From an optimization exercise on the open Yosys and OpenROAD flow, aimed at small area, a short achievable clock period and few clock cycles per item; shortcuts taken in it are not production practice.
The RTL was checked by simulation tests, not by an equivalence proof against the original design.

==> flow/design.v (outline; a module is shown in full before it is edited, if it fits) <==
// module cg_tree_mac: 1223 lines
// module cg_tree_sq: 1157 lines
// module cg_alpha_divider: 150 lines
// module cg_tree_upd: 1064 lines
// module cg_step_top: 347 lines
module cg_step_top
(
	input wire clk,
	input wire reset,
	input wire in_valid,
	input wire [127:0] in_elem,
	output logic busy,
	output logic out_valid,
	output logic [63:0] out_elem,
	output logic out_last,
	output logic zero_div
);
  // ...
==> flow/run.sh <==
#!/bin/bash
# synth_recipe.tcl (not shown) runs the flow's synth.tcl, then flattens the netlist and writes it again
# the make line also repeats each setting of config.mk as NAME=value (left out here)
make -C /OpenROAD-flow-scripts/flow DESIGN_CONFIG=/design/flow/config.mk WORK_HOME=/design/flow/orfs CLKGATE_MAP_FILE= SYNTH_SCRIPT=/design/flow/synth_recipe.tcl finish
==> flow/config.mk <==
export PLATFORM = sky130hd
export DESIGN_NAME = cg_step_top
export DESIGN_NICKNAME = cg_step_top
export VERILOG_FILES = /design/flow/design.v
export SDC_FILE = /design/flow/constraint.sdc
export NUM_CORES = 4
export LEC_CHECK = 0
export CAP_MARGIN = 20
export CORE_MARGIN = 2
export CORE_UTILIZATION = 40
export SLEW_MARGIN = 20
==> flow/constraint.sdc <==
create_clock -name core_clock -period 12.0 [get_ports {clk}]
set_input_delay 2.4000 -clock core_clock [delete_from_list [all_inputs] [get_ports {clk}]]
set_output_delay 2.4000 -clock core_clock [all_outputs]
set_load 0.01 [all_outputs]
==> results.txt, run 1 <==
pin count of the biggest net entering global routing=129; Most Crowded Layer GR=met2; via count=169000; largest family of logic cells by synthesized area=adder cells; Post-CTS Setup Inserts=0; Die ar.=634000 um2; vias in the first global route=167000; Worst setup startpoint=pq0[33]; routed vias/inst=5.92; crit path DAT=7.43 ns; hold path startpoint=u0_last; comb_multi_in=13000; Syn Nets=22800; gpl congestion=0.915; fin util=44.1%; Compound-Gate Fraction of Synth Area=11.5%; Rows=290; sequential share of cell area=41.9%; status=finished clean; Hold WC Path Type=flop to flop; flop2flop setup slack=5.21 ns; Setup-failing EPs final=0; CLK BUF=542; initial core utilization=40.2%; global-route wire length before repair=1170000 um; met3 GRT Util=6.15%; TritonCTS buffer count=425; Critical Path Sink=g_div[0].u_div.rem[26]; diode count=74; met3 WL post-DR=84500 um; Post-Synthesis Cells=20300; Synth top cells by count=edfxtp_1 (3485), fa_1 (1689), inv_1 (1637); Avg WL per Cell=28.0 um; M1 GR Usage=34.9%; post-synth top area share=41.7%; Largest cell class=multi-input combinational cells; max-slew violation count=0; R2R Path End=g_div[0].u_div.rem[26]; final worst-path cycle share=56.6%; CTS tree=built; antenna violations before repair=95
Testbench counts, summed over its fixed seeds: cycles 1,219, items 128.
==> module cg_alpha_divider, before the edit <==
module cg_alpha_divider
#(
	parameter int S = 1
)
(
	input wire clk,
	input wire reset,
	input wire start,
	input wire [31:0] mag_n,
	input wire [31:0] mag_d,
	input wire negative,
	input wire zero,
	input wire take,
	output logic ready,
	output logic free,
	output logic running_next,
	output logic [5:0] left_next,
	output logic [31:0] alpha,
	output logic alpha_zero
);
	localparam int K = 2 * S;
	function automatic logic [5:0] lzc32(input logic [31:0] v);
		lzc32 = 6'd32;
		for (int i = 0; i < 32; i++)
			if (v[i])
				lzc32 = 6'(31 - i);
	endfunction
	logic [5:0] lzn;
	logic [5:0] lzd;
	logic [6:0] m;
	logic [5:0] mu;
	logic [5:0] steps;
	logic [1:0] pad;
	logic none;
	logic [31:0] an;
	logic [31:0] rsh;
	logic [51:0] wsh;
	logic [31:0] rem0;
	logic [47:0] work0;
	always_comb
	begin
		lzn = lzc32(mag_n);
		lzd = lzc32(mag_d);
		m = 7'd17 + {1'b0, lzd} - {1'b0, lzn};
		none = m[6] || (m == 7'd0);
		mu = (m[5:0] > 6'd48) ? 6'd48 : m[5:0];
		steps = '0;
		for (int v = 1; v <= 48; v++)
			if (mu == 6'(v))
				steps = 6'((v + K - 1) / K);
		pad = (2'd0 - (2'd1 + lzd[1:0] - lzn[1:0])) & 2'(K - 1);
		an = mag_n << lzn[4:0];
		rsh = an >> lzd[4:0];
		wsh = {4'b0, an, 16'b0} << (5'd31 - lzd[4:0]);
		rem0 = rsh >> ({1'b0, pad} + 3'd1);
		work0 = 48'(wsh >> pad);
	end
	logic running;
	logic [5:0] left;
	logic [47:0] work;
	logic [31:0] rem;
	logic [31:0] dvs;
	logic [33:0] dvs3;
	logic neg_r;
	logic zero_r;
	logic qz_r;
	assign ready = running && (left == 6'd0);
	assign free = !running;
	assign running_next = running && !(ready && take);
	assign left_next = (left != 6'd0) ? left - 6'd1 : left;
	logic [31:0] rem_n;
	logic [47:0] work_n;
	always_comb
	begin
		logic [33:0] trial;
		logic [34:0] d1;
		logic [34:0] d2;
		logic [34:0] d3;
		rem_n = rem;
		work_n = work;
		for (int i = 0; i < S; i++)
		begin
			trial = {rem_n, work_n[47:46]};
			d1 = {1'b0, trial} - {3'b0, dvs};
			d2 = {1'b0, trial} - {2'b0, dvs, 1'b0};
			d3 = {1'b0, trial} - {1'b0, dvs3};
			if (!d3[34])
			begin
				work_n = {work_n[45:0], 2'd3};
				rem_n = d3[31:0];
			end
			else if (!d2[34])
			begin
				work_n = {work_n[45:0], 2'd2};
				rem_n = d2[31:0];
			end
			else if (!d1[34])
			begin
				work_n = {work_n[45:0], 2'd1};
				rem_n = d1[31:0];
			end
			else
			begin
				work_n = {work_n[45:0], 2'd0};
				rem_n = trial[31:0];
			end
		end
	end
	assign alpha = (zero_r || qz_r) ? 32'd0 : (neg_r ? -work[31:0] : work[31:0]);
	assign alpha_zero = zero_r;
	always_ff @(posedge clk)
	begin
		if (reset)
		begin
			running <= 1'b0;
			left <= '0;
		end
		else
		begin
			if (start)
			begin
				running <= 1'b1;
				left <= none ? 6'd0 : steps;
			end
			else
			begin
				running <= running_next;
				left <= left_next;
			end
		end
	end
	always_ff @(posedge clk)
	begin
		if (start)
		begin
			rem <= rem0;
			work <= work0;
			dvs <= mag_d;
			dvs3 <= {2'b0, mag_d} + {1'b0, mag_d, 1'b0};
			neg_r <= negative;
			zero_r <= zero;
			qz_r <= none;
		end
		else if (running && (left != 6'd0))
		begin
			rem <= rem_n;
			work <= work_n;
		end
	end
endmodule
==> module cg_step_top, before the edit <==
module cg_step_top
(
	input wire clk,
	input wire reset,
	input wire in_valid,
	input wire [127:0] in_elem,
	output logic busy,
	output logic out_valid,
	output logic [63:0] out_elem,
	output logic out_last,
	output logic zero_div
);
	localparam int M = 22;
	localparam int AW = $clog2(M);
	localparam int CW = $clog2(M + 1);
	logic [127:0] mem [M];
	logic [AW-1:0] wr_ptr;
	logic [AW-1:0] rd_ptr;
	logic [CW-1:0] count;
	logic rd_go;
	always_ff @(posedge clk)
	begin
		if (in_valid)
			mem[wr_ptr] <= in_elem;
	end
	logic [2:0] in_cnt;
	logic s0_v;
	logic s0_first;
	logic s0_last;
	logic [31:0] s0_r;
	logic [31:0] s0_p;
	logic [31:0] s0_ap;
	always_ff @(posedge clk)
	begin
		if (reset)
		begin
			in_cnt <= '0;
			s0_v <= 1'b0;
		end
		else
		begin
			if (in_valid)
				in_cnt <= in_cnt + 3'd1;
			s0_v <= in_valid;
		end
	end
	always_ff @(posedge clk)
	begin
		s0_first <= (in_cnt == 3'd0);
		s0_last <= (in_cnt == 3'd7);
		s0_r <= in_elem[95:64];
		s0_p <= in_elem[63:32];
		s0_ap <= in_elem[31:0];
	end
	logic [47:0] rr_s;
	logic [47:0] rr_c;
	logic [47:0] pap_s;
	logic [47:0] pap_c;
	logic [47:0] rr_s_n;
	logic [47:0] rr_c_n;
	logic [47:0] pap_s_n;
	logic [47:0] pap_c_n;
	logic dot_done;
	cg_tree_sq u_sq (
		.u(s0_r),
		.e0(s0_first ? 48'd0 : rr_s),
		.e1(s0_first ? 48'd0 : rr_c),
		.s(rr_s_n),
		.c(rr_c_n)
	);
	cg_tree_mac u_mac (
		.a(s0_p),
		.b(s0_ap),
		.e0(s0_first ? 48'd0 : pap_s),
		.e1(s0_first ? 48'd0 : pap_c),
		.s(pap_s_n),
		.c(pap_c_n)
	);
	always_ff @(posedge clk)
	begin
		if (s0_v)
		begin
			rr_s <= rr_s_n;
			rr_c <= rr_c_n;
			pap_s <= pap_s_n;
			pap_c <= pap_c_n;
		end
	end
	always_ff @(posedge clk)
	begin
		if (reset)
			dot_done <= 1'b0;
		else
			dot_done <= s0_v && s0_last;
	end
	logic [47:0] rr_sum;
	logic [47:0] rr_dec;
	logic [47:0] pap_sum;
	logic [47:0] pap_dec;
	logic [65:0] pair_in;
	always_comb
	begin
		logic [31:0] ma;
		logic [31:0] mb;
		rr_sum = rr_s + rr_c;
		rr_dec = rr_s + rr_c + 48'hffff_ffff_0000;
		pap_sum = pap_s + pap_c;
		pap_dec = pap_s + pap_c + 48'hffff_ffff_0000;
		ma = rr_sum[47] ? ~rr_dec[47:16] : rr_sum[47:16];
		mb = pap_sum[47] ? ~pap_dec[47:16] : pap_sum[47:16];
		pair_in = {rr_sum[47] ^ pap_sum[47], pap_sum[47:16] == 32'd0, ma, mb};
	end
	logic [65:0] pq0;
	logic [65:0] pq1;
	logic [1:0] pq_n;
	logic pq_pop;
	logic [65:0] pq_head;
	assign pq_head = pq0;
	always_ff @(posedge clk)
	begin
		if (pq_pop)
			pq0 <= (pq_n == 2'd2) ? pq1 : pair_in;
		else if (pq_n == 2'd0)
			pq0 <= pair_in;
		if (dot_done)
			pq1 <= pair_in;
	end
	always_ff @(posedge clk)
	begin
		if (reset)
			pq_n <= '0;
		else
			pq_n <= pq_n + 2'(dot_done) - 2'(pq_pop);
	end
	logic [1:0] dv_ready;
	logic [1:0] dv_free;
	logic [1:0] dv_start;
	logic [1:0] dv_take;
	logic [1:0] dv_running_n;
	logic [5:0] dv_left_n [2];
	logic [31:0] dv_alpha [2];
	logic [1:0] dv_zero;
	logic dv_in;
	logic dv_out;
	logic div_ready;
	logic div_take;
	logic div_running_n;
	logic [5:0] div_left_n;
	logic [31:0] div_alpha;
	logic div_zero;
	assign pq_pop = (pq_n != 2'd0) && dv_free[dv_in];
	assign dv_start = {pq_pop && dv_in, pq_pop && !dv_in};
	assign dv_take = {div_take && dv_out, div_take && !dv_out};
	assign div_ready = dv_ready[dv_out];
	assign div_alpha = dv_alpha[dv_out];
	assign div_zero = dv_zero[dv_out];
	always_ff @(posedge clk)
	begin
		if (reset)
		begin
			dv_in <= 1'b0;
			dv_out <= 1'b0;
		end
		else
		begin
			if (pq_pop)
				dv_in <= !dv_in;
			if (div_take)
				dv_out <= !dv_out;
		end
	end
	always_comb
	begin
		logic o;
		o = dv_out ^ div_take;
		div_running_n = dv_running_n[o];
		div_left_n = dv_left_n[o];
	end
	for (genvar g = 0; g < 2; g++)
	begin : g_div
		cg_alpha_divider #(.S(1)) u_div (
			.clk(clk),
			.reset(reset),
			.start(dv_start[g]),
			.mag_n(pq_head[63:32]),
			.mag_d(pq_head[31:0]),
			.negative(pq_head[65]),
			.zero(pq_head[64]),
			.take(dv_take[g]),
			.ready(dv_ready[g]),
			.free(dv_free[g]),
			.running_next(dv_running_n[g]),
			.left_next(dv_left_n[g]),
			.alpha(dv_alpha[g]),
			.alpha_zero(dv_zero[g])
		);
	end
	logic [2:0] rd_cnt;
	logic [2:0] rd_cnt_n;
	logic [CW-1:0] count_n;
	logic [1:0] wait_n;
	logic [1:0] wait_nn;
	logic u0_v;
	logic u0_last;
	logic [127:0] u0_e;
	logic [15:0] a_neg;
	logic [15:0] a_one;
	logic [15:0] a_two;
	logic a_zero;
	assign rd_go = (rd_cnt != 3'd0) || div_ready;
	assign div_take = (rd_cnt == 3'd0) && div_ready;
	assign rd_cnt_n = rd_go ? rd_cnt + 3'd1 : rd_cnt;
	assign count_n = count + CW'(in_valid) - CW'(rd_go);
	assign wait_nn = wait_n + 2'(in_valid && (in_cnt == 3'd7)) - 2'(div_take);
	always_ff @(posedge clk)
	begin
		if (reset)
		begin
			rd_cnt <= '0;
			rd_ptr <= '0;
			wr_ptr <= '0;
			count <= '0;
			wait_n <= '0;
			u0_v <= 1'b0;
		end
		else
		begin
			if (in_valid)
				wr_ptr <= (wr_ptr == AW'(M - 1)) ? '0 : wr_ptr + 1'b1;
			if (rd_go)
				rd_ptr <= (rd_ptr == AW'(M - 1)) ? '0 : rd_ptr + 1'b1;
			rd_cnt <= rd_cnt_n;
			count <= count_n;
			wait_n <= wait_nn;
			u0_v <= rd_go;
		end
	end
	always_ff @(posedge clk)
	begin
		u0_e <= mem[rd_ptr];
		u0_last <= (rd_cnt == 3'd7);
		if (div_take)
		begin
			for (int i = 0; i < 16; i++)
			begin
				logic b2;
				logic b1;
				logic b0;
				b2 = div_alpha[2 * i + 1];
				b1 = div_alpha[2 * i];
				b0 = (i == 0) ? 1'b0 : div_alpha[(i == 0) ? 0 : 2 * i - 1];
				a_neg[i] <= b2;
				a_one[i] <= b1 ^ b0;
				a_two[i] <= (b2 & ~b1 & ~b0) | (~b2 & b1 & b0);
			end
			a_zero <= div_zero;
		end
	end
	localparam int SLACK = M - 16;
	logic busy_n;
	always_comb
	begin
		logic rdy_n;
		logic go_n;
		logic [3:0] reads_n;
		logic [1:0] vw;
		logic soon;
		rdy_n = div_running_n && (div_left_n == 6'd0);
		go_n = (rd_cnt_n != 3'd0) || rdy_n;
		reads_n = go_n ? 4'd8 - {1'b0, rd_cnt_n} : 4'd0;
		vw = wait_nn - 2'((rd_cnt_n == 3'd0) && rdy_n);
		soon = (SLACK >= 8) ||
			(div_running_n && (div_left_n <= 6'(SLACK)) && (reads_n <= 4'(SLACK)));
		busy_n = (vw == 2'd3) || ((vw == 2'd2) && !soon);
	end
	always_ff @(posedge clk)
	begin
		if (reset)
			busy <= 1'b0;
		else
			busy <= busy_n;
	end
	logic [47:0] x_s_n;
	logic [47:0] x_c_n;
	logic [47:0] r_s_n;
	logic [47:0] r_c_n;
	logic [47:0] x_s;
	logic [47:0] x_c;
	logic [47:0] r_s;
	logic [47:0] r_c;
	logic u1_v;
	logic u1_last;
	logic u1_zero;
	cg_tree_upd u_upd_x (
		.a(u0_e[63:32]),
		.neg(a_neg),
		.one(a_one),
		.two(a_two),
		.e0(u0_e[127:96]),
		.s(x_s_n),
		.c(x_c_n)
	);
	cg_tree_upd u_upd_r (
		.a(u0_e[31:0]),
		.neg(a_neg),
		.one(a_one),
		.two(a_two),
		.e0(~u0_e[95:64]),
		.s(r_s_n),
		.c(r_c_n)
	);
	always_ff @(posedge clk)
	begin
		x_s <= x_s_n;
		x_c <= x_c_n;
		r_s <= r_s_n;
		r_c <= r_c_n;
		u1_last <= u0_last;
		u1_zero <= a_zero;
	end
	always_ff @(posedge clk)
	begin
		if (reset)
		begin
			u1_v <= 1'b0;
			out_valid <= 1'b0;
			out_last <= 1'b0;
			zero_div <= 1'b0;
		end
		else
		begin
			u1_v <= u0_v;
			out_valid <= u1_v;
			out_last <= u1_v && u1_last;
			zero_div <= u1_v && u1_zero;
		end
	end
	logic [47:0] x_sum;
	logic [47:0] r_sum;
	assign x_sum = x_s + x_c;
	assign r_sum = r_s + r_c;
	always_ff @(posedge clk)
	begin
		out_elem[63:32] <= x_sum[47:16];
		out_elem[31:0] <= ~r_sum[47:16];
	end
endmodule
==> run 2: changes to the inputs <==
--- a/flow/design.v
+++ b/flow/design.v
@@ -17,34 +17,24 @@
 		fix_t r_new;
 	} cg_out_t;
 endpackage
 `default_nettype wire
 `default_nettype none
 module cg_tree_mac
 (
 	input wire [31:0] a,
-	input wire [31:0] b,
+	input wire [15:0] neg,
+	input wire [15:0] one,
+	input wire [15:0] two,
 	input wire [47:0] e0,
 	input wire [47:0] e1,
 	output wire [47:0] s,
 	output wire [47:0] c
 );
-	wire [15:0] neg;
-	wire [15:0] one;
-	wire [15:0] two;
-	for (genvar i = 0; i < 16; i++)
-	begin : g_enc
-		wire b2 = b[2 * i + 1];
-		wire b1 = b[2 * i];
-		wire b0 = (i == 0) ? 1'b0 : b[(i == 0) ? 0 : 2 * i - 1];
-		assign neg[i] = b2;
-		assign one[i] = b1 ^ b0;
-		assign two[i] = (b2 & ~b1 & ~b0) | (~b2 & b1 & b0);
-	end
 	wire t1, t2, t3, t4, t5, t6, t7, t8, t9, t10, t11, t12, t13, t14, t15, t16;
 	wire t17, t18, t19, t20, t21, t22, t23, t24, t25, t26, t27, t28, t29, t30, t31, t32;
 	wire t33, t34, t35, t36, t37, t38, t39, t40, t41, t42, t43, t44, t45, t46, t47, t48;
 	wire t49, t50, t51, t52, t53, t54, t55, t56, t57, t58, t59, t60, t61, t62, t63, t64;
 	wire t65, t66, t67, t68, t69, t70, t71, t72, t73, t74, t75, t76, t77, t78, t79, t80;
 	wire t81, t82, t83, t84, t85, t86, t87, t88, t89, t90, t91, t92, t93, t94, t95, t96;
 	wire t97, t98, t99, t100, t101, t102, t103, t104, t105, t106, t107, t108, t109, t110, t111, t112;
 	wire t113, t114, t115, t116, t117, t118, t119, t120, t121, t122, t123, t124, t125, t126, t127, t128;
@@ -2397,163 +2387,185 @@
 	assign s[46] = t987;
 	assign c[46] = t986;
 	assign s[47] = t989;
 	assign c[47] = t988;
 endmodule
 `default_nettype wire
 `default_nettype none
 module cg_alpha_divider
-#(
-	parameter int S = 1
-)
 (
 	input wire clk,
 	input wire reset,
 	input wire start,
 	input wire [31:0] mag_n,
 	input wire [31:0] mag_d,
 	input wire negative,
 	input wire zero,
 	input wire take,
 	output logic ready,
 	output logic free,
 	output logic running_next,
 	output logic [5:0] left_next,
 	output logic [31:0] alpha,
 	output logic alpha_zero
 );
-	localparam int K = 2 * S;
+	localparam int K = 3;
 	function automatic logic [5:0] lzc32(input logic [31:0] v);
 		lzc32 = 6'd32;
 		for (int i = 0; i < 32; i++)
 			if (v[i])
 				lzc32 = 6'(31 - i);
 	endfunction
+	function automatic logic [1:0] mod3(input logic [5:0] v);
+		mod3 = '0;
+		for (int i = 0; i < 64; i++)
+			if (v == 6'(i))
+				mod3 = 2'(i % 3);
+	endfunction
 	logic [5:0] lzn;
 	logic [5:0] lzd;
 	logic [6:0] m;
-	logic [5:0] mu;
-	logic [5:0] steps;
 	logic [1:0] pad;
-	logic none;
 	logic [31:0] an;
 	logic [31:0] rsh;
 	logic [51:0] wsh;
 	logic [31:0] rem0;
 	logic [47:0] work0;
 	always_comb
 	begin
 		lzn = lzc32(mag_n);
 		lzd = lzc32(mag_d);
 		m = 7'd17 + {1'b0, lzd} - {1'b0, lzn};
-		none = m[6] || (m == 7'd0);
-		mu = (m[5:0] > 6'd48) ? 6'd48 : m[5:0];
-		steps = '0;
-		for (int v = 1; v <= 48; v++)
-			if (mu == 6'(v))
-				steps = 6'((v + K - 1) / K);
-		pad = (2'd0 - (2'd1 + lzd[1:0] - lzn[1:0])) & 2'(K - 1);
+		pad = '0;
+		for (int a = 0; a < 3; a++)
+			for (int b = 0; b < 3; b++)
+				if (mod3(lzd) == 2'(a) && mod3(lzn) == 2'(b))
+					pad = 2'((3 - ((17 + a + 3 - b) % 3)) % 3);
 		an = mag_n << lzn[4:0];
 		rsh = an >> lzd[4:0];
 		wsh = {4'b0, an, 16'b0} << (5'd31 - lzd[4:0]);
 		rem0 = rsh >> ({1'b0, pad} + 3'd1);
 		work0 = 48'(wsh >> pad);
 	end
 	logic running;
 	logic [5:0] left;
 	logic [47:0] work;
 	logic [31:0] rem;
 	logic [31:0] dvs;
 	logic [33:0] dvs3;
+	logic [34:0] dvs5;
+	logic [34:0] dvs7;
 	logic neg_r;
 	logic zero_r;
-	logic qz_r;
-	assign ready = running && (left == 6'd0);
-	assign free = !running;
-	assign running_next = running && !(ready && take);
-	assign left_next = (left != 6'd0) ? left - 6'd1 : left;
+	logic [6:0] m_r;
+	logic first;
+	logic [5:0] steps;
+	logic none;
+	always_comb
+	begin
+		none = m_r[6] || (m_r == 7'd0);
+		steps = '0;
+		for (int v = 1; v <= 49; v++)
+			if (m_r[5:0] == 6'(v))
+				steps = 6'((v + K - 1) / K);
+		if (none)
+			steps = '0;
+	end
 	logic [31:0] rem_n;
 	logic [47:0] work_n;
 	always_comb
 	begin
-		logic [33:0] trial;
-		logic [34:0] d1;
-		logic [34:0] d2;
-		logic [34:0] d3;
+		logic [34:0] trial;
+		logic [35:0] dk [8];
+		logic [7:0] ge;
+		trial = {rem, work[47:45]};
+		dk[0] = {1'b0, trial};
+		dk[1] = {1'b0, trial} - {4'b0, dvs};
+		dk[2] = {1'b0, trial} - {3'b0, dvs, 1'b0};
+		dk[3] = {1'b0, trial} - {2'b0, dvs3};
+		dk[4] = {1'b0, trial} - {2'b0, dvs, 2'b0};
+		dk[5] = {1'b0, trial} - {1'b0, dvs5};
+		dk[6] = {1'b0, trial} - {1'b0, dvs3, 1'b0};
+		dk[7] = {1'b0, trial} - {1'b0, dvs7};
+		for (int k = 0; k < 8; k++)
+			ge[k] = !dk[k][35];
 		rem_n = rem;
-		work_n = work;
-		for (int i = 0; i < S; i++)
-		begin
-			trial = {rem_n, work_n[47:46]};
-			d1 = {1'b0, trial} - {3'b0, dvs};
-			d2 = {1'b0, trial} - {2'b0, dvs, 1'b0};
-			d3 = {1'b0, trial} - {1'b0, dvs3};
-			if (!d3[34])
-			begin
-				work_n = {work_n[45:0], 2'd3};
-				rem_n = d3[31:0];
-			end
-			else if (!d2[34])
+		work_n = {work[44:0], 3'd0};
+		for (int k = 0; k < 8; k++)
+			if (ge[k] && (k == 7 || !ge[(k == 7) ? 7 : k + 1]))
 			begin
-				work_n = {work_n[45:0], 2'd2};
-				rem_n = d2[31:0];
+				rem_n = dk[k][31:0];
+				work_n = {work[44:0], 3'(k)};
 			end
-			else if (!d1[34])
-			begin
-				work_n = {work_n[45:0], 2'd1};
-				rem_n = d1[31:0];
-			end
-			else
-			begin
-				work_n = {work_n[45:0], 2'd0};
-				rem_n = trial[31:0];
-			end
-		end
 	end
-	assign alpha = (zero_r || qz_r) ? 32'd0 : (neg_r ? -work[31:0] : work[31:0]);
-	assign alpha_zero = zero_r;
+	logic [31:0] alpha_r;
+	logic zero_o;
+	logic rvalid;
+	logic done;
+	logic finish;
+	logic [31:0] alpha_c;
+	assign done = running && !first && (left == 6'd0);
+	assign alpha_c = (zero_r || none) ? 32'd0 : (neg_r ? -work[31:0] : work[31:0]);
+	assign finish = done && (!rvalid || take);
+	assign ready = rvalid || done;
+	assign free = !running || finish;
+	assign alpha = rvalid ? alpha_r : alpha_c;
+	assign alpha_zero = rvalid ? zero_o : zero_r;
+	logic rvalid_next;
+	logic [5:0] lw_next;
+	assign rvalid_next = rvalid ? (!take || done) : (done && !take);
+	assign lw_next = first ? ((steps != 6'd0) ? steps - 6'd1 : 6'd0) :
+		((left != 6'd0) ? left - 6'd1 : left);
+	assign running_next = rvalid_next || (running && !finish);
+	assign left_next = rvalid_next ? 6'd0 : lw_next;
 	always_ff @(posedge clk)
 	begin
 		if (reset)
 		begin
 			running <= 1'b0;
+			rvalid <= 1'b0;
 			left <= '0;
+			first <= 1'b0;
 		end
 		else
 		begin
+			rvalid <= rvalid_next;
+			first <= start;
 			if (start)
-			begin
 				running <= 1'b1;
-				left <= none ? 6'd0 : steps;
-			end
-			else
-			begin
-				running <= running_next;
-				left <= left_next;
-			end
+			else if (finish)
+				running <= 1'b0;
+			left <= lw_next;
 		end
 	end
 	always_ff @(posedge clk)
 	begin
 		if (start)
 		begin
 			rem <= rem0;
 			work <= work0;
 			dvs <= mag_d;
 			dvs3 <= {2'b0, mag_d} + {1'b0, mag_d, 1'b0};
+			dvs5 <= {3'b0, mag_d} + {1'b0, mag_d, 2'b0};
+			dvs7 <= {mag_d, 3'b0} - {3'b0, mag_d};
 			neg_r <= negative;
 			zero_r <= zero;
-			qz_r <= none;
+			m_r <= m;
 		end
-		else if (running && (left != 6'd0))
+		else if (running && (first || (left != 6'd0)))
 		begin
 			rem <= rem_n;
 			work <= work_n;
 		end
+		if (finish)
+		begin
+			alpha_r <= alpha_c;
+			zero_o <= zero_r;
+		end
 	end
 endmodule
 `default_nettype wire
 `default_nettype none
 module cg_tree_upd
 (
 	input wire [31:0] a,
 	input wire [15:0] neg,
@@ -3626,17 +3638,17 @@
 	input wire in_valid,
 	input wire [127:0] in_elem,
 	output logic busy,
 	output logic out_valid,
 	output logic [63:0] out_elem,
 	output logic out_last,
 	output logic zero_div
 );
-	localparam int M = 22;
+	localparam int M = 18;
 	localparam int AW = $clog2(M);
 	localparam int CW = $clog2(M + 1);
 	logic [127:0] mem [M];
 	logic [AW-1:0] wr_ptr;
 	logic [AW-1:0] rd_ptr;
 	logic [CW-1:0] count;
 	logic rd_go;
 	always_ff @(posedge clk)
@@ -3645,17 +3657,19 @@
 			mem[wr_ptr] <= in_elem;
 	end
 	logic [2:0] in_cnt;
 	logic s0_v;
 	logic s0_first;
 	logic s0_last;
 	logic [31:0] s0_r;
 	logic [31:0] s0_p;
-	logic [31:0] s0_ap;
+	logic [15:0] s0_neg;
+	logic [15:0] s0_one;
+	logic [15:0] s0_two;
 	always_ff @(posedge clk)
 	begin
 		if (reset)
 		begin
 			in_cnt <= '0;
 			s0_v <= 1'b0;
 		end
 		else
@@ -3666,17 +3680,28 @@
 		end
 	end
 	always_ff @(posedge clk)
 	begin
 		s0_first <= (in_cnt == 3'd0);
 		s0_last <= (in_cnt == 3'd7);
 		s0_r <= in_elem[95:64];
 		s0_p <= in_elem[63:32];
-		s0_ap <= in_elem[31:0];
+		for (int i = 0; i < 16; i++)
+		begin
+			logic b2;
+			logic b1;
+			logic b0;
+			b2 = in_elem[2 * i + 1];
+			b1 = in_elem[2 * i];
+			b0 = (i == 0) ? 1'b0 : in_elem[(i == 0) ? 0 : 2 * i - 1];
+			s0_neg[i] <= b2;
+			s0_one[i] <= b1 ^ b0;
+			s0_two[i] <= (b2 & ~b1 & ~b0) | (~b2 & b1 & b0);
+		end
 	end
 	logic [47:0] rr_s;
 	logic [47:0] rr_c;
 	logic [47:0] pap_s;
 	logic [47:0] pap_c;
 	logic [47:0] rr_s_n;
 	logic [47:0] rr_c_n;
 	logic [47:0] pap_s_n;
@@ -3686,17 +3711,19 @@
 		.u(s0_r),
 		.e0(s0_first ? 48'd0 : rr_s),
 		.e1(s0_first ? 48'd0 : rr_c),
 		.s(rr_s_n),
 		.c(rr_c_n)
 	);
 	cg_tree_mac u_mac (
 		.a(s0_p),
-		.b(s0_ap),
+		.neg(s0_neg),
+		.one(s0_one),
+		.two(s0_two),
 		.e0(s0_first ? 48'd0 : pap_s),
 		.e1(s0_first ? 48'd0 : pap_c),
 		.s(pap_s_n),
 		.c(pap_c_n)
 	);
 	always_ff @(posedge clk)
 	begin
 		if (s0_v)
@@ -3727,100 +3754,58 @@
 		rr_dec = rr_s + rr_c + 48'hffff_ffff_0000;
 		pap_sum = pap_s + pap_c;
 		pap_dec = pap_s + pap_c + 48'hffff_ffff_0000;
 		ma = rr_sum[47] ? ~rr_dec[47:16] : rr_sum[47:16];
 		mb = pap_sum[47] ? ~pap_dec[47:16] : pap_sum[47:16];
 		pair_in = {rr_sum[47] ^ pap_sum[47], pap_sum[47:16] == 32'd0, ma, mb};
 	end
 	logic [65:0] pq0;
-	logic [65:0] pq1;
-	logic [1:0] pq_n;
+	logic pq_v;
 	logic pq_pop;
 	logic [65:0] pq_head;
 	assign pq_head = pq0;
 	always_ff @(posedge clk)
 	begin
-		if (pq_pop)
-			pq0 <= (pq_n == 2'd2) ? pq1 : pair_in;
-		else if (pq_n == 2'd0)
-			pq0 <= pair_in;
 		if (dot_done)
-			pq1 <= pair_in;
+			pq0 <= pair_in;
 	end
 	always_ff @(posedge clk)
 	begin
 		if (reset)
-			pq_n <= '0;
-		else
-			pq_n <= pq_n + 2'(dot_done) - 2'(pq_pop);
+			pq_v <= 1'b0;
+		else if (dot_done)
+			pq_v <= 1'b1;
+		else if (pq_pop)
+			pq_v <= 1'b0;
 	end
-	logic [1:0] dv_ready;
-	logic [1:0] dv_free;
-	logic [1:0] dv_start;
-	logic [1:0] dv_take;
-	logic [1:0] dv_running_n;
-	logic [5:0] dv_left_n [2];
-	logic [31:0] dv_alpha [2];
-	logic [1:0] dv_zero;
-	logic dv_in;
-	logic dv_out;
 	logic div_ready;
+	logic div_free;
 	logic div_take;
 	logic div_running_n;
 	logic [5:0] div_left_n;
 	logic [31:0] div_alpha;
 	logic div_zero;
-	assign pq_pop = (pq_n != 2'd0) && dv_free[dv_in];
-	assign dv_start = {pq_pop && dv_in, pq_pop && !dv_in};
-	assign dv_take = {div_take && dv_out, div_take && !dv_out};
-	assign div_ready = dv_ready[dv_out];
-	assign div_alpha = dv_alpha[dv_out];
-	assign div_zero = dv_zero[dv_out];
-	always_ff @(posedge clk)
-	begin
-		if (reset)
-		begin
-			dv_in <= 1'b0;
-			dv_out <= 1'b0;
-		end
-		else
-		begin
-			if (pq_pop)
-				dv_in <= !dv_in;
-			if (div_take)
-				dv_out <= !dv_out;
-		end
-	end
-	always_comb
-	begin
-		logic o;
-		o = dv_out ^ div_take;
-		div_running_n = dv_running_n[o];
-		div_left_n = dv_left_n[o];
-	end
-	for (genvar g = 0; g < 2; g++)
-	begin : g_div
-		cg_alpha_divider #(.S(1)) u_div (
-			.clk(clk),
-			.reset(reset),
-			.start(dv_start[g]),
-			.mag_n(pq_head[63:32]),
-			.mag_d(pq_head[31:0]),
-			.negative(pq_head[65]),
-			.zero(pq_head[64]),
-			.take(dv_take[g]),
-			.ready(dv_ready[g]),
-			.free(dv_free[g]),
-			.running_next(dv_running_n[g]),
-			.left_next(dv_left_n[g]),
-			.alpha(dv_alpha[g]),
-			.alpha_zero(dv_zero[g])
-		);
-	end
+	assign pq_pop = pq_v && div_free;
+	cg_alpha_divider u_div (
+		.clk(clk),
+		.reset(reset),
+		.start(pq_pop),
+		.mag_n(pq_head[63:32]),
+		.mag_d(pq_head[31:0]),
+		.negative(pq_head[65]),
+		.zero(pq_head[64]),
+		.take(div_take),
+		.ready(div_ready),
+		.free(div_free),
+		.running_next(div_running_n),
+		.left_next(div_left_n),
+		.alpha(div_alpha),
+		.alpha_zero(div_zero)
+	);
 	logic [2:0] rd_cnt;
 	logic [2:0] rd_cnt_n;
 	logic [CW-1:0] count_n;
 	logic [1:0] wait_n;
 	logic [1:0] wait_nn;
 	logic u0_v;
 	logic u0_last;
 	logic [127:0] u0_e;
==> flow/flow/run.sh (new file) <==
#!/bin/bash
set -euo pipefail
bash standard.sh SETUP_SLACK_MARGIN=6.5 finish > layout.log 2>&1
==> flow/standard.sh (new file) <==
#!/bin/bash
# synth_recipe.tcl (not shown) runs the flow's synth.tcl, then flattens the netlist and writes it again
# the make line also repeats each setting of config.mk as NAME=value (left out here)
make -C /OpenROAD-flow-scripts/flow DESIGN_CONFIG=/design/flow/config.mk WORK_HOME=/design/flow/orfs CLKGATE_MAP_FILE= SYNTH_SCRIPT=/design/flow/synth_recipe.tcl "${@:-finish}"
removed: flow/run.sh
==> results.txt, run 2 <==
status=finished clean (unchanged); Top Registers=mem: 2304 flops, u0_e: 128 flops, pq0: 66 flops (was mem: 2816 flops, u0_e: 128 flops, g_div.u_div.work: 96 flops); Rows=272 (was 290); instance count on the critical path=17 (unchanged); met3 GRT Util=6.48% (was 6.15%); Sum Neg Setup Slack=0 ns (unchanged); CTS root buf=clkbuf_16 (unchanged); fin util=44.7% (was 44.1%); Die Span Y=746 um (was 796 um); Setup crit end kind=flop (unchanged); Max Cap Viol=0 (unchanged); NumNets Final=19800 (was 22200); Worst path slowest cell=or3_4 (was o31ai_1); TritonCTS buffer count=374 (was 425); pin count of the biggest net entering global routing=136 (was 129); top_reg_cell synth=edfxtp_1 (unchanged); antenna violations before repair=111 (was 95); Clock Path Buffers=4 (unchanged); final hold vios=0 (unchanged); Die ar.=556000 um2 (was 634000 um2); Post-DP Area=230000 um2 (was 261000 um2); post-synthesis register bit count=3397 (was 4010); gpl congestion=0.954 (was 0.915); post-synth top area share=39.1% (was 41.7%); Worst path top cell family by delay=simple AND/OR/NAND/NOR gates (was compound AO/OA/AOI/OAI gates); grt ovf=0 (unchanged); Ports=199 (unchanged); Hold WC Path Type=flop to flop (unchanged); crit-path max cell delay=0.45 ns (was 0.90 ns); min cycle time layout=5.39 ns (was 6.79 ns); max reg flops=2304 (was 2816); Multi-input gate area=115000 um2 (was 124000 um2); most common cell after layout, fill and taps aside=edfxtp_1 (unchanged); Syn-to-layout area delta=11.4% (was 9.72%); Post-Layout Cell Count=24900 (was 28500); sequential share of the synthesized area=43.9% (was 45.9%); Syn. warnings=3 (was 4); DR iter-0 viols=16600 (was 20300); final worst-path cycle share=44.9% (was 56.6%); Top reg by flops=mem (unchanged); # clock sinks=3397 (was 4010); clk latency of the worst-skew pair=1.02 ns (was 1.11 ns); core footprint=548000 um2 (was 624000 um2); DIE WIDTH=746 um (was 796 um); # DRC=0 (unchanged); actual slew at the worst max-slew pin=1.29 ns (was 1.39 ns); Post-Synthesis Cells=17400 (was 20300); Initial DRT Pass Iterations=6 (was 8); Cell variety after synth=100 (was 104); fmax=185 MHz (was 147 MHz); Avg WL per Cell=28.3 um (was 28.0 um); GRT Util Overall=24.8% (was 24.6%); routed vias/inst=5.89 (was 5.92); initial core utilization=40.1% (was 40.2%); post-synthesis cell area=220000 um2 (was 251000 um2); Worst setup startpoint=pap_s[5] (was pq0[33]); Relative slew margins=14.1% (was 7.59%); CTS tree=built (unchanged); post-synth top area cell=edfxtp_1 (unchanged); global-route wire length before repair=1030000 um (was 1170000 um); WL final=706000 um (was 799000 um); Max FO, Critical Path=5 (was 44); WP buf/inv=0 (was 3); htree depth=5 (unchanged); worst r2r path cells=17 (unchanged); M1 GR Usage=34.1% (was 34.9%); Crit Path Class=flop to flop (unchanged); max-slew violation count=0 (unchanged); syn_area_per_cell=12.7 um2 (was 12.3 um2); critical path cell sequence=ha_4 -> a2111oi_2 -> nand2_1 -> nor2_1 -> o221ai_2 -> a21oi_2 -> nor2_1 -> or2_2 -> a21o_1 -> mux2_2 -> nand4_1 -> or3_4 -> nor3_4 -> nand4b_1 -> or3_4 -> a221oi_4 -> xnor2_4 (was nor2_1 -> o31ai_1 -> a211oi_1 -> o311a_1 -> o21a_1 -> buf_4 -> inv_2 -> buf_4 -> mux2_2 -> mux2i_1 -> o211ai_1 -> a211oi_1 -> a211oi_1 -> o31ai_1 -> nor2_1 -> o21ai_0 -> a22oi_1); most frequent cell after synthesis=edfxtp_1 (unchanged); Worst-path clk slew=0.06 ns (about the same); met2 GRT Util=38.2% (was 37.4%); hold path depth=0 (unchanged); Post-synth EDFFs=2864 (was 3485); Async S/R FF share, synth=0% (unchanged); vias in the first global route=150000 (was 167000); required time of the worst setup path=12.65 ns (about the same); share of layout cells above drive strength 1=12.2% (was 10.9%); PortBufs=198 (unchanged); Synth top cells by count=edfxtp_1 (2864), fa_1 (1689), inv_1 (1541) (was edfxtp_1 (3485), fa_1 (1689), inv_1 (1637)); hold path startpoint=u0_last (unchanged); most frequent cells in the layout=edfxtp_1 (2864), fa_1 (1689), inv_1 (1537) (was edfxtp_1 (3485), fa_1 (1689), inv_1 (1635)); Setup-failing EPs final=0 (unchanged); fillers=49100 (was 56400); Final ANT Viol Nets=0 (unchanged); worst hold slack=0.335 ns (was 0.351 ns); Storage cell area=96800 um2 (was 115000 um2); placed cells=24000 (was 27700); Most Crowded Layer GR=met2 (unchanged); post-route clock skew=0.109 ns (was 0.175 ns); Critical Path Start Type=flop (unchanged); Syn Nets=19900 (was 22800); RSZ-0062 raised after global routing=yes (was no); launch point of the worst reg-to-reg path=pap_s[5] (was pq0[33]); via count=147000 (was 169000); fin area=245000 um2 (was 275000 um2); crit path DAT=6.04 ns (was 7.43 ns); post-DP HPWL=452000 um (was 515000 um); top post-synthesis cells by area=edfxtp_1 (39%), fa_1 (15%), mux4_2 (6.6%) (was edfxtp_1 (42%), fa_1 (13%), mux4_2 (7.0%))
## run 2: worst paths after layout
check / slack [ns] / end
worst max register to register: 6.61 / pq0[28]
worst min-delay path: 0.33 / u1_last
worst min register to register: 0.33 / u1_last
worst max-delay path: 6.61 / pq0[28]
## run 2: logic make-up after synthesis
family	Yosys count	share of synthesized area [%]
AND/OR/NAND/NOR	2684	6.16
flip-flops	3397	43.9
XOR/XNOR	1965	7.82
adder cells (fa/ha/maj)	2390	19.3
buffers and inverters	2748	4.71
multiplexers	885	7.70
AO/OA/AOI/OAI	3312	10.3
## run 2: through the flow
stage	setup WS (ns)
floorplan	6.65
global placement	5.29
detailed placement	5.46
CTS	6.45
global route	6.42
finish	6.61
## run 2: routing by layer
layer	wire (um)	part of all wire (%)
met1	289000	41
met3	73900	10
met2	315000	45
met4	26900	3.8
met5	919	0.13
## run 2: area by class of cell
| class | count | area share (%) |
|---|---|---|
| diodes | 81 | 0.0827 |
| inverters | 1549 | 2.38 |
| clock inverters | 167 | 0.745 |
| repair buffers | 712 | 2.57 |
| well taps | 7261 | 3.71 |
| clock buffers | 529 | 4.21 |
| multi-input cells | 11200 | 46.8 |
| flip-flops and latches | 3397 | 39.5 |
## run 2: repair_timing
item / CTS / global route
endpoints found under the hold margin: 0 / 0
hold buffers: 0 / 0
setup buffers: 42 / 70
gates cloned: 1 / 2
resized for setup: 152 / 196
pin swaps: 21 / 51
setup endpoints to repair: 109 / 119
Testbench counts of run 2, summed over its fixed seeds: cycles 1,197, items 128.
==> run 3: changes to the inputs <==
--- a/flow/design.v
+++ b/flow/design.v
@@ -2410,10 +2410,54 @@
 );
 	localparam int K = 3;
 	function automatic logic [5:0] lzc32(input logic [31:0] v);
-		lzc32 = 6'd32;
-		for (int i = 0; i < 32; i++)
-			if (v[i])
-				lzc32 = 6'(31 - i);
+		logic [15:0] v1;
+		logic [15:0] p1;
+		logic [7:0] v2;
+		logic [15:0] p2;
+		logic [3:0] v3;
+		logic [11:0] p3;
+		logic [1:0] v4;
+		logic [7:0] p4;
+		logic [4:0] p5;
+		for (int i = 0; i < 16; i++)
+		begin
+			v1[i] = v[2 * i + 1] | v[2 * i];
+			p1[i] = !v[2 * i + 1];
+		end
+		for (int i = 0; i < 8; i++)
+		begin
+			v2[i] = v1[2 * i + 1] | v1[2 * i];
+			p2[2 * i +: 2] = v1[2 * i + 1] ? {1'b0, p1[2 * i + 1]} : {1'b1, p1[2 * i]};
+		end
+		for (int i = 0; i < 4; i++)
+		begin
+			v3[i] = v2[2 * i + 1] | v2[2 * i];
+			p3[3 * i +: 3] = v2[2 * i + 1] ? {1'b0, p2[2 * (2 * i + 1) +: 2]} :
+				{1'b1, p2[2 * (2 * i) +: 2]};
+		end
+		for (int i = 0; i < 2; i++)
+		begin
+			v4[i] = v3[2 * i + 1] | v3[2 * i];
+			p4[4 * i +: 4] = v3[2 * i + 1] ? {1'b0, p3[3 * (2 * i + 1) +: 3]} :
+				{1'b1, p3[3 * (2 * i) +: 3]};
+		end
+		p5 = v4[1] ? {1'b0, p4[7:4]} : {1'b1, p4[3:0]};
+		lzc32 = (v4[1] | v4[0]) ? {1'b0, p5} : 6'd32;
+	endfunction
+	function automatic logic [31:0] norm32(input logic [31:0] v);
+		logic [31:0] x;
+		x = v;
+		if (x[31:16] == 16'd0)
+			x = x << 16;
+		if (x[31:24] == 8'd0)
+			x = x << 8;
+		if (x[31:28] == 4'd0)
+			x = x << 4;
+		if (x[31:30] == 2'd0)
+			x = x << 2;
+		if (x[31] == 1'b0)
+			x = x << 1;
+		norm32 = x;
 	endfunction
 	function automatic logic [1:0] mod3(input logic [5:0] v);
 		mod3 = '0;
@@ -2440,7 +2484,7 @@
 			for (int b = 0; b < 3; b++)
 				if (mod3(lzd) == 2'(a) && mod3(lzn) == 2'(b))
 					pad = 2'((3 - ((17 + a + 3 - b) % 3)) % 3);
-		an = mag_n << lzn[4:0];
+		an = norm32(mag_n);
 		rsh = an >> lzd[4:0];
 		wsh = {4'b0, an, 16'b0} << (5'd31 - lzd[4:0]);
 		rem0 = rsh >> ({1'b0, pad} + 3'd1);
==> results.txt, run 3 <==
status=finished clean (unchanged); actual slew at the worst max-slew pin=1.28 ns (was 1.29 ns); DR iter-0 viols=16800 (was 16600); Top reg by flops=mem (unchanged); Critical Path Sink=u_div.work[43] (was pq0[28]); Die ar.=556000 um2 (about the same); Setup-failing EPs final=0 (unchanged); Initial DRT Pass Iterations=8 (was 6); DIE WIDTH=746 um (about the same); Sum Neg Setup Slack=0 ns (unchanged); Max FO, Critical Path=30 (was 5); Worst path top cell family by delay=compound AO/OA/AOI/OAI gates (was simple AND/OR/NAND/NOR gates); Clock Path Buffers=4 (unchanged); post-DP HPWL=453000 um (was 452000 um); top_reg_cell synth=edfxtp_1 (unchanged); core footprint=548000 um2 (unchanged); global-route wire length before repair=1030000 um (about the same); Setup crit end kind=flop (unchanged); RSZ-0062 raised after global routing=yes (unchanged); Post-Synthesis Cells=17300 (was 17400); WL final=711000 um (was 706000 um); post-synth top area share=39.1% (about the same); # clock sinks=3397 (unchanged); final worst-path cycle share=45.6% (was 44.9%); sequential share of the synthesized area=43.9% (about the same); # DRC=0 (unchanged); top post-synthesis cells by area=edfxtp_1 (39%), fa_1 (15%), mux4_2 (6.6%) (unchanged); Hold WC Path Type=flop to flop (unchanged); initial core utilization=40.1% (about the same); crit path DAT=6.17 ns (was 6.04 ns); Ports=199 (unchanged); CTS root buf=clkbuf_16 (unchanged); GRT Util Overall=24.9% (was 24.8%); Crit Path Class=flop to flop (unchanged); post-synthesis register bit count=3397 (unchanged); antenna violations before repair=105 (was 111); M1 GR Usage=34.3% (was 34.1%); worst r2r path cells=21 (was 17); htree depth=5 (unchanged); CTS tree=built (unchanged); Worst path slowest cell=or4_4 (was or3_4); grt ovf=0 (unchanged); Syn-to-layout area delta=11.5% (was 11.4%); required time of the worst setup path=12.69 ns (was 12.65 ns); most common cell after layout, fill and taps aside=edfxtp_1 (unchanged); Worst-path clk slew=0.06 ns (about the same); via count=147000 (about the same); critical path cell sequence=inv_1 -> ha_1 -> nand2_1 -> nor2_2 -> a211oi_1 -> o21ai_2 -> a21boi_4 -> buf_12 -> clkinvlp_4 -> buf_6 -> nand2_4 -> nor2_1 -> o32ai_1 -> o211ai_1 -> or4_4 -> and2_4 -> buf_12 -> mux2_2 -> a211oi_4 -> a21oi_1 -> a221o_1 (was ha_4 -> a2111oi_2 -> nand2_1 -> nor2_1 -> o221ai_2 -> a21oi_2 -> nor2_1 -> or2_2 -> a21o_1 -> mux2_2 -> nand4_1 -> or3_4 -> nor3_4 -> nand4b_1 -> or3_4 -> a221oi_4 -> xnor2_4); final hold vios=0 (unchanged); Worst setup startpoint=pq0[15] (was pap_s[5]); clk latency of the worst-skew pair=1.06 ns (was 1.02 ns); most used cell, CP=buf_12; max-slew violation count=0 (unchanged); PortBufs=198 (unchanged); Top Registers=mem: 2304 flops, u0_e: 128 flops, pq0: 66 flops (unchanged); vias in the first global route=149000 (was 150000); most frequent cells in the layout=edfxtp_1 (2864), fa_1 (1689), inv_1 (1538) (was edfxtp_1 (2864), fa_1 (1689), inv_1 (1537)); flop2flop setup slack=6.52 ns (was 6.61 ns); WP buf/inv=5 (was 0); max reg flops=2304 (unchanged); Die Span Y=746 um (about the same); Most Crowded Layer GR=met2 (unchanged); min cycle time layout=5.48 ns (was 5.39 ns); Async S/R FF share, synth=0% (unchanged); launch point of the worst reg-to-reg path=pq0[15] (was pap_s[5]); Post-synth EDFFs=2864 (unchanged); Final ANT Viol Nets=0 (unchanged); Rows=272 (unchanged); fmax=183 MHz (was 185 MHz); post-route clock skew=0.106 ns (was 0.109 ns); gpl congestion=0.920 (was 0.954); pin count of the biggest net entering global routing=134 (was 136); share of layout cells above drive strength 1=12.6% (was 12.2%); met3 GRT Util=6.65% (was 6.48%); NumNets Final=19700 (was 19800); Avg WL per Cell=28.7 um (was 28.3 um); R2R Path End=u_div.work[43] (was pq0[28]); fillers=49200 (was 49100); routed vias/inst=5.93 (was 5.89); post-synth top area cell=edfxtp_1 (unchanged); Synth top cells by count=edfxtp_1 (2864), fa_1 (1689), inv_1 (1548) (was edfxtp_1 (2864), fa_1 (1689), inv_1 (1541)); Critical Path Start Type=flop (unchanged); most frequent cell after synthesis=edfxtp_1 (unchanged); Max Cap Viol=0 (unchanged); Syn. warnings=3 (unchanged); syn_area_per_cell=12.7 um2 (about the same); Syn Nets=19900 (about the same); post-synthesis cell area=220000 um2 (about the same); TritonCTS buffer count=365 (was 374); instance count on the critical path=21 (was 17); worst hold slack=0.341 ns (was 0.335 ns); crit-path max cell delay=0.54 ns (was 0.45 ns); Cell variety after synth=93 (was 100); met2 GRT Util=38.0% (was 38.2%); Relative slew margins=14.9% (was 14.1%)
-- run 3: cell types whose count changed in the layout (fill, tap and decap cells not counted), moves of 20 or more --
cell	delta
nand3_1	-64
diode_2	-52
nor2_1	-44
a21oi_1	-35
clkbuf_1	-32
mux2_2	+23
o22ai_1	+22
nor3_1	-20
-- run 3: logic make-up after synthesis --
logic type / after synthesis / synth area share (%)
DFF: 3397 / 43.9
AOI/OAI and AO/OA: 3299 / 10.3
buffers and inverters: 2750 / 4.70
and+or+nand+nor: 2579 / 5.95
adders and majority gates: 2403 / 19.4
xor gates and xnor gates: 1967 / 7.83
muxes: 923 / 7.87
-- run 3: layer usage --
metal,up-vias,part of all wire [%]
li1,61800,-
met1,75700,41
met2,7768,44
met3,1737,11
met4,91,4.1
met5,-,0.10
-- run 3: what timing repair did --
action / 4_1_cts / 5_1_grt
pin swaps: 26 / 47
hold buffers: 0 / 0
buffers inserted: 81 / 77
endpoints found under the setup margin: 319 / 399
gates resized for setup: 210 / 193
endpoints found under the hold margin: 0 / 0
gates cloned: 8 / 5
-- run 3: stage by stage --
stage               setup slack [ns]  area, um2  util, %  instances
floorplan                       6.64     220000        -      17300
global placement                4.29     230000     41.9      23900
detailed placement              4.25     230000     41.9      23900
CTS                             6.44     244000     44.5      24700
global route                    6.37     245000     44.7      24800
finish                          6.52     245000     44.7      24800
-- run 3: final cells by class --
cell class              instances  area, um2  share of cell area (%)
clock inverters               202       2540                    1.03
diodes                         29       72.6                  0.0296
repair buffers                714       6370                    2.60
inverters                    1553       5860                    2.39
well taps                    7261       9080                    3.70
clock buffers                 473       9810                    4.00
flip-flops and latches       3397      96800                    39.4
multi-input cells           11200     115000                    46.8
-- run 3: worst min-delay path by stage --
stage	from	to	slack, ns	depth (start not counted)
floorplan	u0_last	u1_last	0.31	0
global placement	u0_last	u1_last	0.32	0
detailed placement	u0_last	u1_last	0.32	0
CTS	u0_last	u1_last	0.34	0
global route	u0_last	u1_last	0.36	0
finish	u0_last	u1_last	0.34	0
Testbench counts of run 3, summed over its fixed seeds: cycles 1,197, items 128.
==> run 4: changes to the inputs <==
==> flow/flow/run.sh (replaced) <==
#!/bin/bash
set -euo pipefail
bash standard.sh SETUP_SLACK_MARGIN=7.5 finish > layout.log 2>&1
==> results.txt, run 4 <==
status=finished clean (unchanged); Relative slew margins=16.7% (was 14.9%); top post-synthesis cells by area=edfxtp_1 (39%), fa_1 (15%), mux4_2 (6.6%) (unchanged); crit path DAT=5.99 ns (was 6.17 ns); worst hold slack=0.326 ns (was 0.341 ns); final setup margin=6.81 ns (was 6.52 ns); gpl congestion=0.937 (was 0.920); crit-path max cell delay=0.71 ns (was 0.54 ns); via count=153000 (was 147000); instance count on the critical path=20 (was 21); antenna violations before repair=110 (was 105); Die Span Y=746 um (unchanged); worst r2r path cells=20 (was 21); PortBufs=198 (unchanged); post-synthesis cell area=220000 um2 (unchanged); # clock sinks=3397 (unchanged); Post-synth EDFFs=2864 (unchanged); Avg WL per Cell=30.0 um (was 28.7 um); top_reg_cell synth=edfxtp_1 (unchanged); worst slack, placed=4.43 ns (was 4.25 ns); Clock Path Buffers=4 (unchanged); Max FO, Critical Path=7 (was 30); Post-DP Area=230000 um2 (about the same); fillers=47600 (was 49200); Syn. warnings=3 (unchanged); launch point of the worst reg-to-reg path=pq0[39] (was pq0[15]); most frequent cell after synthesis=edfxtp_1 (unchanged); htree depth=5 (unchanged); Hold WC Path Type=flop to flop (unchanged); global-route wire length before repair=1080000 um (was 1030000 um); CTS root buf=clkbuf_16 (unchanged); Max Cap Viol=0 (unchanged); NumNets Final=20500 (was 19700); Critical Path Start Type=flop (unchanged); GRT Util Overall=26.3% (was 24.9%); Worst path top cell family by delay=compound AO/OA/AOI/OAI gates (unchanged); DR iter-0 viols=19700 (was 16800); Setup crit end kind=flop (unchanged); fin util=47.8% (was 44.7%); most frequent cells in the layout=edfxtp_1 (2864), fa_1 (1619), inv_1 (1502) (was edfxtp_1 (2864), fa_1 (1689), inv_1 (1538)); Critical Path Sink=u_div.rem[2] (was u_div.work[43]); pin count of the biggest net entering global routing=144 (was 134); Syn-to-layout area delta=19.1% (was 11.5%); WL final=767000 um (was 711000 um); Async S/R FF share, synth=0% (unchanged); clk latency of the worst-skew pair=1.05 ns (was 1.06 ns); fin area=262000 um2 (was 245000 um2); most common cell after layout, fill and taps aside=edfxtp_1 (unchanged); Synth top cells by count=edfxtp_1 (2864), fa_1 (1689), inv_1 (1548) (unchanged); Top reg by flops=mem (unchanged); grt ovf=0 (unchanged); sequential share of the synthesized area=43.9% (unchanged); vias in the first global route=154000 (was 149000); Worst path slowest cell=or4_1 (was or4_4); Crit Path Class=flop to flop (unchanged); post-synth top area cell=edfxtp_1 (unchanged); TritonCTS buffer count=371 (was 365); core footprint=548000 um2 (unchanged); max reg flops=2304 (unchanged); met1 WL=302000 um (was 289000 um); Worst-path clk slew=0.06 ns (about the same); max-slew violation count=0 (unchanged); post-synth top area share=39.1% (unchanged); post-DP HPWL=454000 um (was 453000 um); Post-Layout Cell Count=25600 (was 24800); final hold vios=0 (unchanged); CTS tree=built (unchanged); Final ANT Viol Nets=0 (unchanged); syn_area_per_cell=12.7 um2 (unchanged); actual slew at the worst max-slew pin=1.25 ns (was 1.28 ns); Top Registers=mem: 2304 flops, u0_e: 128 flops, pq0: 66 flops (unchanged); post-route clock skew=0.0977 ns (was 0.106 ns); Post-Synthesis Cells=17300 (unchanged); Die ar.=556000 um2 (unchanged); Rows=272 (unchanged); min cycle time layout=5.19 ns (was 5.48 ns); critical path cell sequence=or4_1 -> a21boi_2 -> a22oi_2 -> buf_6 -> o21a_4 -> o221a_4 -> o311ai_4 -> buf_6 -> buf_12 -> mux2i_4 -> a31oi_4 -> buf_4 -> o32ai_2 -> nor3_1 -> a21oi_2 -> a21oi_2 -> buf_4 -> a2111oi_2 -> a211oi_2 -> a211oi_2 (was inv_1 -> ha_1 -> nand2_1 -> nor2_2 -> a211oi_1 -> o21ai_2 -> a21boi_4 -> buf_12 -> clkinvlp_4 -> buf_6 -> nand2_4 -> nor2_1 -> o32ai_1 -> o211ai_1 -> or4_4 -> and2_4 -> buf_12 -> mux2_2 -> a211oi_4 -> a21oi_1 -> a221o_1); # DRC=0 (unchanged); post-synthesis register bit count=3397 (unchanged); Initial DRT Pass Iterations=7 (was 8); fmax=193 MHz (was 183 MHz); WP buf/inv=5 (unchanged); CTS Hold Bufs=0 (unchanged); met3 WL post-DR=88700 um (was 75900 um); Setup-failing EPs final=0 (unchanged); Syn Nets=19900 (unchanged); Top Metal Used=met5 (unchanged); routed vias/inst=6.00 (was 5.93); Ports=199 (unchanged); required time of the worst setup path=12.80 ns (was 12.69 ns); Cell variety after synth=93 (unchanged); R2R Path End=u_div.rem[2] (was u_div.work[43]); flop2flop setup slack=6.81 ns (was 6.52 ns); placed cells=24000 (was 23900); initial core utilization=40.1% (unchanged); DIE WIDTH=746 um (unchanged); met2 wire len=335000 um (was 316000 um); RSZ-0062 raised after global routing=yes (unchanged); Sum Neg Setup Slack=0 ns (unchanged); Worst setup startpoint=pq0[39] (was pq0[15]); share of layout cells above drive strength 1=20.5% (was 12.6%); final worst-path cycle share=43.2% (was 45.6%)
## run 4: cell counts after synthesis
Identical to the previous run, type by type.
## run 4: final cells by class
cell class	count	area, um2	area share [%]
well taps	7261	9080	3.47
flip-flops and latches	3397	97000	37.0
repair buffers	1436	17400	6.63
inverters	1553	5890	2.25
clock inverters	203	2250	0.859
multi-input cells	11200	120000	45.9
diodes	53	133	0.0506
clock buffers	486	10000	3.82
## run 4: how the worst min path moves through the flow
stage / startpoint / end / slack (ns) / cells after the start
finish: u0_last / u1_last / 0.33 / 0
global route: u0_last / u1_last / 0.34 / 0
CTS: u0_last / u1_last / 0.33 / 0
detailed placement: u0_last / u1_last / 0.31 / 0
global placement: u0_last / u1_last / 0.32 / 0
floorplan: u0_last / u1_last / 0.31 / 0
## run 4: metal layers
layer | global-route usage (%) | up-vias
met4 | 10.6 | 54
met3 | 6.78 | 2156
li1 | - | 63400
met2 | 39.9 | 9209
met5 | 0 | -
met1 | 36.1 | 78700
## run 4: cell families after synthesis
family	count (synthesis)	share of synthesized area (%)
DFF	3397	43.9
and+or+nand+nor	2579	5.95
xor gates and xnor gates	1967	7.83
buffers and inverters	2750	4.70
muxes	923	7.87
AOI/OAI and AO/OA	3299	10.3
adders and majority gates	2403	19.4
## run 4: worst reg2reg max path, stage by stage, from the launching register on
cell       delay [ns]
edfxtp_1         0.57
or4_1            0.71
a21boi_2         0.29
a22oi_2          0.12
buf_6            0.16
o21a_4           0.20
o221a_4          0.30
o311ai_4         0.13
buf_6            0.19
buf_12           0.11
mux2i_4          0.29
a31oi_4          0.19
buf_4            0.18
o32ai_2          0.31
nor3_1           0.10
a21oi_2          0.20
a21oi_2          0.15
buf_4            0.21
a2111oi_2        0.37
a211oi_2         0.08
a211oi_2         0.16
## run 4: timing repair
item / 4_1_cts / 5_1_grt
pin swaps: 418 / 524
gates resized for setup: 1514 / 738
setup buffers: 506 / 230
cloned: 90 / 44
endpoints found under the setup margin: 1297 / 957
==> run 5: changes to the inputs <==
==> flow/flow/run.sh (replaced) <==
#!/bin/bash
set -euo pipefail
bash standard.sh SETUP_SLACK_MARGIN=7.0 finish > layout.log 2>&1
==> results.txt, run 5 <==
pin count of the biggest net entering global routing=128 (was 144); most common cell after layout, fill and taps aside=edfxtp_1 (unchanged); Max FO, Critical Path=5 (was 7); most frequent cell after synthesis=edfxtp_1 (unchanged); CTS tree=built (unchanged); min cycle time layout=5.24 ns (was 5.19 ns); final hold vios=0 (unchanged); critical path cell sequence=inv_2 -> ha_4 -> and4_4 -> nand2_8 -> nor2_4 -> clkinvlp_4 -> buf_12 -> a2111oi_4 -> a211o_2 -> buf_12 -> clkinvlp_4 -> buf_6 -> buf_6 -> clkbuf_16 -> a221o_1 -> o211ai_1 -> o211ai_1 -> o21ai_1 -> a2bb2oi_2 -> buf_4 -> a221o_1 -> mux2_2 -> o22ai_1 -> or3_1 (was or4_1 -> a21boi_2 -> a22oi_2 -> buf_6 -> o21a_4 -> o221a_4 -> o311ai_4 -> buf_6 -> buf_12 -> mux2i_4 -> a31oi_4 -> buf_4 -> o32ai_2 -> nor3_1 -> a21oi_2 -> a21oi_2 -> buf_4 -> a2111oi_2 -> a211oi_2 -> a211oi_2); post-synth top area cell=edfxtp_1 (unchanged); flop2flop setup slack=6.76 ns (was 6.81 ns); worst r2r path cells=24 (was 20); vias in the first global route=149000 (was 154000); Async S/R FF share, synth=0% (unchanged); final worst-path cycle share=43.7% (was 43.2%); max reg flops=2304 (unchanged); R2R Path End=u_div.rem[7] (was u_div.rem[2]); post-synth top area share=39.1% (unchanged); top post-synthesis cells by area=edfxtp_1 (39%), fa_1 (15%), mux4_2 (6.6%) (unchanged); max-slew violation count=0 (unchanged); grt ovf=0 (unchanged); GRT Util Overall=25.2% (was 26.3%); Critical Path Start Type=flop (unchanged); Syn Nets=19900 (unchanged); status=finished clean (unchanged); Ports=199 (unchanged); crit-path max cell delay=0.44 ns (was 0.71 ns); Worst path top cell family by delay=compound AO/OA/AOI/OAI gates (unchanged); initial core utilization=40.1% (unchanged); Post-Synthesis Cells=17300 (unchanged); hold path depth=0 (unchanged); Cell variety after synth=93 (unchanged); Die Span Y=746 um (unchanged); via count=149000 (was 153000); # DRC=0 (unchanged); syn_area_per_cell=12.7 um2 (unchanged); gpl congestion=0.921 (was 0.937); Clock Path Buffers=4 (unchanged); core footprint=548000 um2 (unchanged); crit path DAT=5.98 ns (was 5.99 ns); post-synthesis register bit count=3397 (unchanged); fmax=191 MHz (was 193 MHz); sequential share of the synthesized area=43.9% (unchanged); Avg WL per Cell=28.7 um (was 30.0 um); Relative slew margins=18.9% (was 16.7%); antenna violations before repair=108 (was 110); CTS Hold Bufs=0 (unchanged); Synth top cells by count=edfxtp_1 (2864), fa_1 (1689), inv_1 (1548) (unchanged); Max Cap Viol=0 (unchanged); post-DP HPWL=456000 um (was 454000 um); WHS Endpoint=u1_last (unchanged); Syn-to-layout area delta=13.6% (was 19.1%); clk latency of the worst-skew pair=1.09 ns (was 1.05 ns); Post-synth EDFFs=2864 (unchanged); # clock sinks=3397 (unchanged); Top Registers=mem: 2304 flops, u0_e: 128 flops, pq0: 66 flops (unchanged); most frequent cells in the layout=edfxtp_1 (2864), fa_1 (1687), inv_1 (1529) (was edfxtp_1 (2864), fa_1 (1619), inv_1 (1502)); CTS root buf=clkbuf_16 (unchanged); Setup crit end kind=flop (unchanged); WP buf/inv=9 (was 5); WL final=719000 um (was 767000 um); DIE WIDTH=746 um (unchanged); hold path startpoint=u0_last (unchanged); launch point of the worst reg-to-reg path=pq0[29] (was pq0[39]); NumNets Final=20000 (was 20500); Final ANT Viol Nets=0 (unchanged); Worst-path clk slew=0.06 ns (about the same); post-route clock skew=0.119 ns (was 0.0977 ns); Die ar.=556000 um2 (unchanged); PortBufs=198 (unchanged); post-synthesis cell area=220000 um2 (unchanged); share of layout cells above drive strength 1=15.4% (was 20.5%); RSZ-0062 raised after global routing=yes (unchanged); Syn. warnings=3 (unchanged); Hold WC Path Type=flop to flop (unchanged); actual slew at the worst max-slew pin=1.22 ns (was 1.25 ns); routed vias/inst=5.93 (was 6.00); Worst path slowest cell=edfxtp_1 (was or4_1); top_reg_cell synth=edfxtp_1 (unchanged); required time of the worst setup path=12.73 ns (was 12.80 ns); global-route wire length before repair=1040000 um (was 1080000 um); Top reg by flops=mem (unchanged); Crit Path Class=flop to flop (unchanged); Initial DRT Pass Iterations=11 (was 7); Setup-failing EPs final=0 (unchanged); DR iter-0 viols=17700 (was 19700); Rows=272 (unchanged); Sum Neg Setup Slack=0 ns (unchanged); TritonCTS buffer count=364 (was 371); instance count on the critical path=24 (was 20); htree depth=5 (unchanged)
-- run 5: cell counts after synthesis --
Identical to the previous run, type by type.
-- run 5: cells by family (layout without fill, tap and decap cells) --
logic type,count (synthesis),in the layout,synth area share (%)
adders and majority gates,2403,2403,19.4
DFF,3397,3397,43.9
AOI/OAI and AO/OA,3299,3301,10.3
buffers and inverters,2750,3178,4.70
and+or+nand+nor,2579,2581,5.95
other,0,23,0
xor gates and xnor gates,1967,1967,7.83
muxes,923,923,7.87
-- run 5: per-layer routing --
layer  part of all wire, %  vias to the layer above  GRT usage (%)
met4                   4.1                       84           8.92
met5                 0.077                        -         0.0429
met2                    44                     8256           38.0
met1                    41                    76200           35.3
met3                    11                     1830           6.35
li1                      -                    62200              -
-- run 5: repair_timing --
| item | CTS | global route |
|---|---|---|
| pin swaps | 101 | 217 |
| hold endpoints to repair | 0 | 0 |
| endpoints found under the setup margin | 810 | 828 |
| resized for setup | 542 | 527 |
| cloned | 15 | 10 |
| setup buffers | 183 | 165 |
-- run 5: stage by stage --
step	std cells	instance area [um2]	hold slack, ns	worst slack [ns]	util, %
2_1_floorplan	17300	220000	0.310	6.91	-
3_3_place_gp	24000	230000	0.311	4.61	42.0
3_5_place_dp	24000	230000	0.318	4.59	42.0
4_1_cts	24800	246000	0.334	6.78	44.9
5_1_grt	25000	250000	0.338	6.60	45.6
6_report	25000	250000	0.330	6.76	45.6
-- run 5: cell type report --
type,instances,area [um2]
Clock inverter,179,2060
Inverter,1553,5870
Timing Repair Buffer,958,9110
Sequential cell,3397,96800
Tap cell,7261,9080
Fill cell,48700,298000
Antenna cell,23,57.6
Clock buffer,488,9870
Multi-Input combinational cell,11200,117000
-- run 5: worst max path at each step --
stage	start	to	slack, ns
2_1_floorplan	pq0[59]	u_div.work[34]	6.91
3_3_place_gp	pq0[15]	u_div.work[46]	4.61
3_5_place_dp	pq0[15]	u_div.work[46]	4.59
4_1_cts	pq0[13]	u_div.work[43]	6.78
5_1_grt	pq0[61]	u_div.work[34]	6.60
6_report	pq0[29]	u_div.rem[7]	6.76

==> port drivers added, routing unchanged <==
The results above use ideal ports. As a check the final layouts listed here were re-extracted and re-timed, cells and wires unchanged. Step 1 sets driving cells, clkbuf_16 on the clock port and buf_2 on the other inputs (assumed; they add their load-dependent delay and slew). Step 2 times the ports against the registers' clock, not the clock port: input delays grow and output delays shrink by t, the midpoint of the rising clock arrivals with the driver on. a / b / c = ideal / step 1 / step 2; a / b = the first two.
run | t (ns) | setup slack, ns | latest minus earliest clock arrival (ns) | slew at the worst register clock pin (ns)
run 1 | 1.143 | 5.214 / 5.214 / 5.214 | 0.186 / 0.187 | 0.08 / 0.08
run 2 | 1.102 | 6.606 / 6.606 / 5.504 | 0.119 / 0.119 | 0.07 / 0.07
run 3 | 1.123 | 6.523 / 6.523 / 5.720 | 0.142 / 0.141 | 0.07 / 0.07
run 4 | 1.135 | 6.813 / 6.813 / 6.222 | 0.105 / 0.105 | 0.08 / 0.08
run 5 | 1.134 | 6.758 / 6.758 / 6.111 | 0.119 / 0.119 | 0.07 / 0.07
After both steps every run listed still meets setup and hold. The setup slack of run 2, which loses most, moves by 0.000 ns with the drivers and by -1.102 ns with both steps.
